This is an optimization exercise on Yosys and OpenROAD, whose aim is small area and a short achievable clock period, not a production implementation. The RTL was checked by simulation tests, not by an equivalence proof against the original design.

==> build 15 <==
## cpu_datapath
module cpu_datapath #(
    parameter int DATA_WIDTH = 32
) (
    input  logic                  clk,
    input  logic                  clr,
    input  logic                  R0_select,
    input  logic                  R1_select,
    input  logic                  R2_select,
    input  logic                  PC_select,
    input  logic                  MDR_select,
    input  logic                  InPort_select,
    input  logic                  HI_select,
    input  logic                  LO_select,
    input  logic                  ZHI_select,
    input  logic                  ZLO_select,
    input  logic                  C_select,
    input  logic                  PC_select_write,
    input  logic                  MDR_select_write,
    input  logic                  MAR_select_write,
    input  logic                  InPort_select_write,
    input  logic                  OutPort_select_write,
    input  logic                  HI_select_write,
    input  logic                  LO_select_write,
    input  logic                  ZHI_select_write,
    input  logic                  ZLO_select_write,
    input  logic                  C_select_write,
    input  logic                  RY_select_write,
    input  logic                  RF_enable,
    input  logic [3:0]            RF_write,
    input  logic                  AND_select,
    input  logic                  OR_select,
    input  logic                  ADD_select,
    input  logic                  SUB_select,
    input  logic                  MUL_select,
    input  logic                  DIV_select,
    input  logic                  SHR_select,
    input  logic                  SHRA_select,
    input  logic                  SHL_select,
    input  logic                  ROR_select,
    input  logic                  ROL_select,
    input  logic                  NEG_select,
    input  logic                  NOT_select,
    input  logic [DATA_WIDTH-1:0] MDR_data,
    input  logic [DATA_WIDTH-1:0] IO_data_in,
    output logic [DATA_WIDTH-1:0] IO_data_out,
    output logic [DATA_WIDTH-1:0] MAR_data
);
==> module cpu_div_stage, before the edit <==
module cpu_div_stage (
    input  logic [33:0] s_in,
    input  logic [33:0] c_in,
    input  logic [1:0]  xb,
    input  logic [33:0] d,
    input  logic [3:0]  idx,
    input  logic        sb,
    input  logic        tneg,
    input  logic        sel2,
    input  logic        nz,
    input  logic        pos,
    output logic [33:0] s_out,
    output logic [33:0] c_out,
    output logic [1:0]  qp,
    output logic [1:0]  qn,
    output logic        sel2_n,
    output logic        nz_n,
    output logic        pos_n
);
    logic [33:0] ys, yc, mm, m, cy;
    logic [7:0]  ea, est;
    logic        sel1, inv;
    assign ys   = {s_in[31:0], xb};
    assign yc   = {c_in[31:0], 2'b00};
    assign sel1 = nz & ~sel2;
    assign inv  = (pos ^ sb) & nz;
    logic [33:0] dx;
    assign dx   = d ^ {34{sb}};
    assign mm   = ({34{sel1}} & dx) | ({34{sel2}} & {dx[32:0], sb});
    assign m    = mm ^ {34{pos}};
    assign s_out = ys ^ yc ^ m;
    assign cy    = (ys & yc) | (ys & m) | (yc & m);
    assign c_out = {cy[32:0], inv};
    assign qp = (nz & (pos ^ tneg)) ? {sel2, sel1} : 2'b00;
    assign qn = (nz & ~(pos ^ tneg)) ? {sel2, sel1} : 2'b00;
    assign ea  = ys[31:24] + yc[31:24];
    assign est = ea + m[31:24];
    cpu_div_qsel u_q (
        .idx  (idx),
        .est  (est),
        .sel2 (sel2_n),
        .nz   (nz_n),
        .pos  (pos_n)
    );
endmodule
clock: 120.0 ns
lec_check: 0
abc_area: 1
cap_margin: 20
core_margin: 2
core_utilization: 30
slew_margin: 20
run.sh (not shown) runs the stock make flow with config.mk's settings and CLKGATE_MAP_FILE= SYNTH_SCRIPT=/design/flow/synth_recipe.tcl, a recipe that flattens the netlist after the stock synthesis.
==> build 74: changes against build 15 <==
--- a/flow/design.v
+++ b/flow/design.v
@@ -218,36 +218,28 @@
     generate
         for (j = 0; j < W; j++) begin : g_dinc
             assign dinc[j]  = ~d[j] ^ dcy[j];
             assign dcy[j+1] = ~d[j] & dcy[j];
         end
     endgenerate
     assign dme = dinc ^ {W{~sb}};
-    cpu_add34 u_rsum (.x(sf), .y(cf), .ci(1'b0), .s(rsum));
+    assign rsum = sf + cf;
     assign rneg = rsum[W-1];
     assign t1s = sf ^ cf ^ e;
     assign t1c = {((sf[W-2:0] & cf[W-2:0]) | (sf[W-2:0] & e[W-2:0]) | (cf[W-2:0] & e[W-2:0])), 1'b0};
     assign t2s = sf ^ cf ^ dme;
     assign t2c = {((sf[W-2:0] & cf[W-2:0]) | (sf[W-2:0] & dme[W-2:0]) | (cf[W-2:0] & dme[W-2:0])), 1'b0};
-    logic [W-1:0] a1s, a2s;
-    cpu_add34 u_a1 (.x(t1s), .y(t1c), .ci(1'b0), .s(a1s));
-    cpu_add34 u_a2 (.x(t2s), .y(t2c), .ci(1'b0), .s(a2s));
-    assign a1 = a1s ^ e;
-    assign a2 = a2s ^ e;
+    assign a1 = (t1s + t1c) ^ e;
+    assign a2 = (t2s + t2c) ^ e;
     assign rc = rneg ? a2 : a1;
     logic signed [W-1:0] rcs;
     assign rcs = rc;
     assign rm = 32'(rcs >>> k);
     assign qadd = rneg ? (tneg ? 2'd2 : 2'd0) : 2'd1;
-    logic [31:0] q3s, q3c, qnn, qk;
-    assign qnn = ~qn;
-    assign qk  = {30'd0, qadd[1], 1'b0};
-    assign q3s = qp ^ qnn ^ qk;
-    assign q3c = {(qp[30:0] & qnn[30:0]) | (qp[30:0] & qk[30:0]) | (qnn[30:0] & qk[30:0]), 1'b0};
-    cpu_add32 u_qq (.x(q3s), .y(q3c), .ci(qadd[0]), .s(qq));
+    assign qq   = qp + ~qn + {30'd0, qadd};
     assign q = bz ? 32'd0 : qq;
     assign r = bz ? 32'd0 : rm;
 endmodule
 module cpu_div_stage (
     input  logic [33:0] s_in,
     input  logic [33:0] c_in,
     input  logic [1:0]  xb,
@@ -269,18 +261,16 @@
     logic [33:0] ys, yc, mm, m, cy;
     logic [7:0]  ea, est;
     logic        sel1, inv;
     assign ys   = {s_in[31:0], xb};
     assign yc   = {c_in[31:0], 2'b00};
     assign sel1 = nz & ~sel2;
     assign inv  = (pos ^ sb) & nz;
-    logic [33:0] dx;
-    assign dx   = d ^ {34{sb}};
-    assign mm   = ({34{sel1}} & dx) | ({34{sel2}} & {dx[32:0], sb});
-    assign m    = mm ^ {34{pos}};
+    assign mm   = ({34{sel1}} & d) | ({34{sel2}} & {d[32:0], 1'b0});
+    assign m    = mm ^ {34{inv}};
     assign s_out = ys ^ yc ^ m;
     assign cy    = (ys & yc) | (ys & m) | (yc & m);
     assign c_out = {cy[32:0], inv};
     assign qp = (nz & (pos ^ tneg)) ? {sel2, sel1} : 2'b00;
     assign qn = (nz & ~(pos ^ tneg)) ? {sel2, sel1} : 2'b00;
     assign ea  = ys[31:24] + yc[31:24];
     assign est = ea + m[31:24];
@@ -323,94 +313,14 @@
         m1  = (idx >= 4'd6) ? 8'sd12 : 8'sd8;
         m0  = (idx >= 4'd6) ? -8'sd14 : -8'sd10;
     end
     assign pos  = (e >= m1);
     assign sel2 = (e >= m2) | (e < mn1);
     assign nz   = sel2 | (e >= m1) | (e < m0);
 endmodule
-module cpu_add34 (
-    input  logic [33:0] x,
-    input  logic [33:0] y,
-    input  logic        ci,
-    output logic [33:0] s
-);
-    logic [33:0] g0, p0;
-    logic [33:0] g1, p1;
-    logic [33:0] g2, p2;
-    logic [33:0] g3, p3;
-    logic [33:0] g4, p4;
-    logic [33:0] g5, p5;
-    logic [33:0] g6, p6;
-    logic [33:0] g7, p7;
-    logic [33:0] g8, p8;
-    logic [33:0] g9, p9;
-    assign g0 = x & y;
-    assign p0 = x ^ y;
-    assign g1 = g0 | (34'h2aaaaaaaa & p0 & (g0 << 1));
-    assign p1 = p0 & (~34'h2aaaaaaaa | (p0 << 1));
-    assign g2 = g1 | (34'h88888888 & p1 & (g1 << 2));
-    assign p2 = p1 & (~34'h88888888 | (p1 << 2));
-    assign g3 = g2 | (34'h80808080 & p2 & (g2 << 4));
-    assign p3 = p2 & (~34'h80808080 | (p2 << 4));
-    assign g4 = g3 | (34'h80008000 & p3 & (g3 << 8));
-    assign p4 = p3 & (~34'h80008000 | (p3 << 8));
-    assign g5 = g4 | (34'h80000000 & p4 & (g4 << 16));
-    assign p5 = p4 & (~34'h80000000 | (p4 << 16));
-    assign g6 = g5 | (34'h800000 & p5 & (g5 << 8));
-    assign p6 = p5 & (~34'h800000 | (p5 << 8));
-    assign g7 = g6 | (34'h8080800 & p6 & (g6 << 4));
-    assign p7 = p6 & (~34'h8080800 | (p6 << 4));
-    assign g8 = g7 | (34'h222222220 & p7 & (g7 << 2));
-    assign p8 = p7 & (~34'h222222220 | (p7 << 2));
-    assign g9 = g8 | (34'h155555554 & p8 & (g8 << 1));
-    assign p9 = p8 & (~34'h155555554 | (p8 << 1));
-    logic [34:0] c;
-    assign c = {g9 | (p9 & {34{ci}}), ci};
-    assign s = p0 ^ c[33:0];
-endmodule
-module cpu_add32 (
-    input  logic [31:0] x,
-    input  logic [31:0] y,
-    input  logic        ci,
-    output logic [31:0] s
-);
-    logic [31:0] g0, p0;
-    logic [31:0] g1, p1;
-    logic [31:0] g2, p2;
-    logic [31:0] g3, p3;
-    logic [31:0] g4, p4;
-    logic [31:0] g5, p5;
-    logic [31:0] g6, p6;
-    logic [31:0] g7, p7;
-    logic [31:0] g8, p8;
-    logic [31:0] g9, p9;
-    assign g0 = x & y;
-    assign p0 = x ^ y;
-    assign g1 = g0 | (32'haaaaaaaa & p0 & (g0 << 1));
-    assign p1 = p0 & (~32'haaaaaaaa | (p0 << 1));
-    assign g2 = g1 | (32'h88888888 & p1 & (g1 << 2));
-    assign p2 = p1 & (~32'h88888888 | (p1 << 2));
-    assign g3 = g2 | (32'h80808080 & p2 & (g2 << 4));
-    assign p3 = p2 & (~32'h80808080 | (p2 << 4));
-    assign g4 = g3 | (32'h80008000 & p3 & (g3 << 8));
-    assign p4 = p3 & (~32'h80008000 | (p3 << 8));
-    assign g5 = g4 | (32'h80000000 & p4 & (g4 << 16));
-    assign p5 = p4 & (~32'h80000000 | (p4 << 16));
-    assign g6 = g5 | (32'h800000 & p5 & (g5 << 8));
-    assign p6 = p5 & (~32'h800000 | (p5 << 8));
-    assign g7 = g6 | (32'h8080800 & p6 & (g6 << 4));
-    assign p7 = p6 & (~32'h8080800 | (p6 << 4));
-    assign g8 = g7 | (32'h22222220 & p7 & (g7 << 2));
-    assign p8 = p7 & (~32'h22222220 | (p7 << 2));
-    assign g9 = g8 | (32'h55555554 & p8 & (g8 << 1));
-    assign p9 = p8 & (~32'h55555554 | (p8 << 1));
-    logic [32:0] c;
-    assign c = {g9 | (p9 & {32{ci}}), ci};
-    assign s = p0 ^ c[31:0];
-endmodule
 module cpu_mul (
     input  logic [31:0] a,
     input  logic [31:0] b,
     output logic [63:0] p
 );
     logic [32:0] pp [0:15];
     logic [15:0] negv;
==> build 22: changes against build 15 <==
--- a/flow/design.v
+++ b/flow/design.v
@@ -269,18 +269,16 @@
     logic [33:0] ys, yc, mm, m, cy;
     logic [7:0]  ea, est;
     logic        sel1, inv;
     assign ys   = {s_in[31:0], xb};
     assign yc   = {c_in[31:0], 2'b00};
     assign sel1 = nz & ~sel2;
     assign inv  = (pos ^ sb) & nz;
-    logic [33:0] dx;
-    assign dx   = d ^ {34{sb}};
-    assign mm   = ({34{sel1}} & dx) | ({34{sel2}} & {dx[32:0], sb});
-    assign m    = mm ^ {34{pos}};
+    assign mm   = ({34{sel1}} & d) | ({34{sel2}} & {d[32:0], 1'b0});
+    assign m    = mm ^ {34{inv}};
     assign s_out = ys ^ yc ^ m;
     assign cy    = (ys & yc) | (ys & m) | (yc & m);
     assign c_out = {cy[32:0], inv};
     assign qp = (nz & (pos ^ tneg)) ? {sel2, sel1} : 2'b00;
     assign qn = (nz & ~(pos ^ tneg)) ? {sel2, sel1} : 2'b00;
     assign ea  = ys[31:24] + yc[31:24];
     assign est = ea + m[31:24];
==> summary of the runs <==
Critical path depth: build 74 < build 22 < build 15. Area after synthesis: build 15 is higher than build 22 (0.23%). Routed wire length: build 22 is smaller than build 15 (2.9%). Of build 74 and build 15, build 74 has the higher hold slack (gap 0.0048 ns).

port drivers added, routing unchanged:
No port has a modelled driver above. Below, the same layouts with a new extraction and two added sets of constraints.
Step 1 sets driving cells, clkbuf_16 on the clock port and buf_2 on the other inputs (assumed; they add their load-dependent delay and slew).
Step 2, shift: input delay + t, output delay - t, t = (earliest + latest rising clock arrival at the registers) / 2. This alone moves slack from input paths to output paths.
a / b / c = ideal ports / drivers / drivers and shift; a / b = the first two.
run	shift t [ns]	setup WS [ns]	worst data-port slew with drivers (ns)
build 15	0.726	16.756 / 16.781 / 16.056	0.14
build 74	0.744	10.452 / 10.508 / 9.764	0.17
build 22	0.722	18.118 / 18.166 / 17.444	0.13
After both steps every run listed still meets setup and hold. For build 15, which loses most, drivers alone change the setup slack by +0.025 ns; drivers and shift together by -0.700 ns.
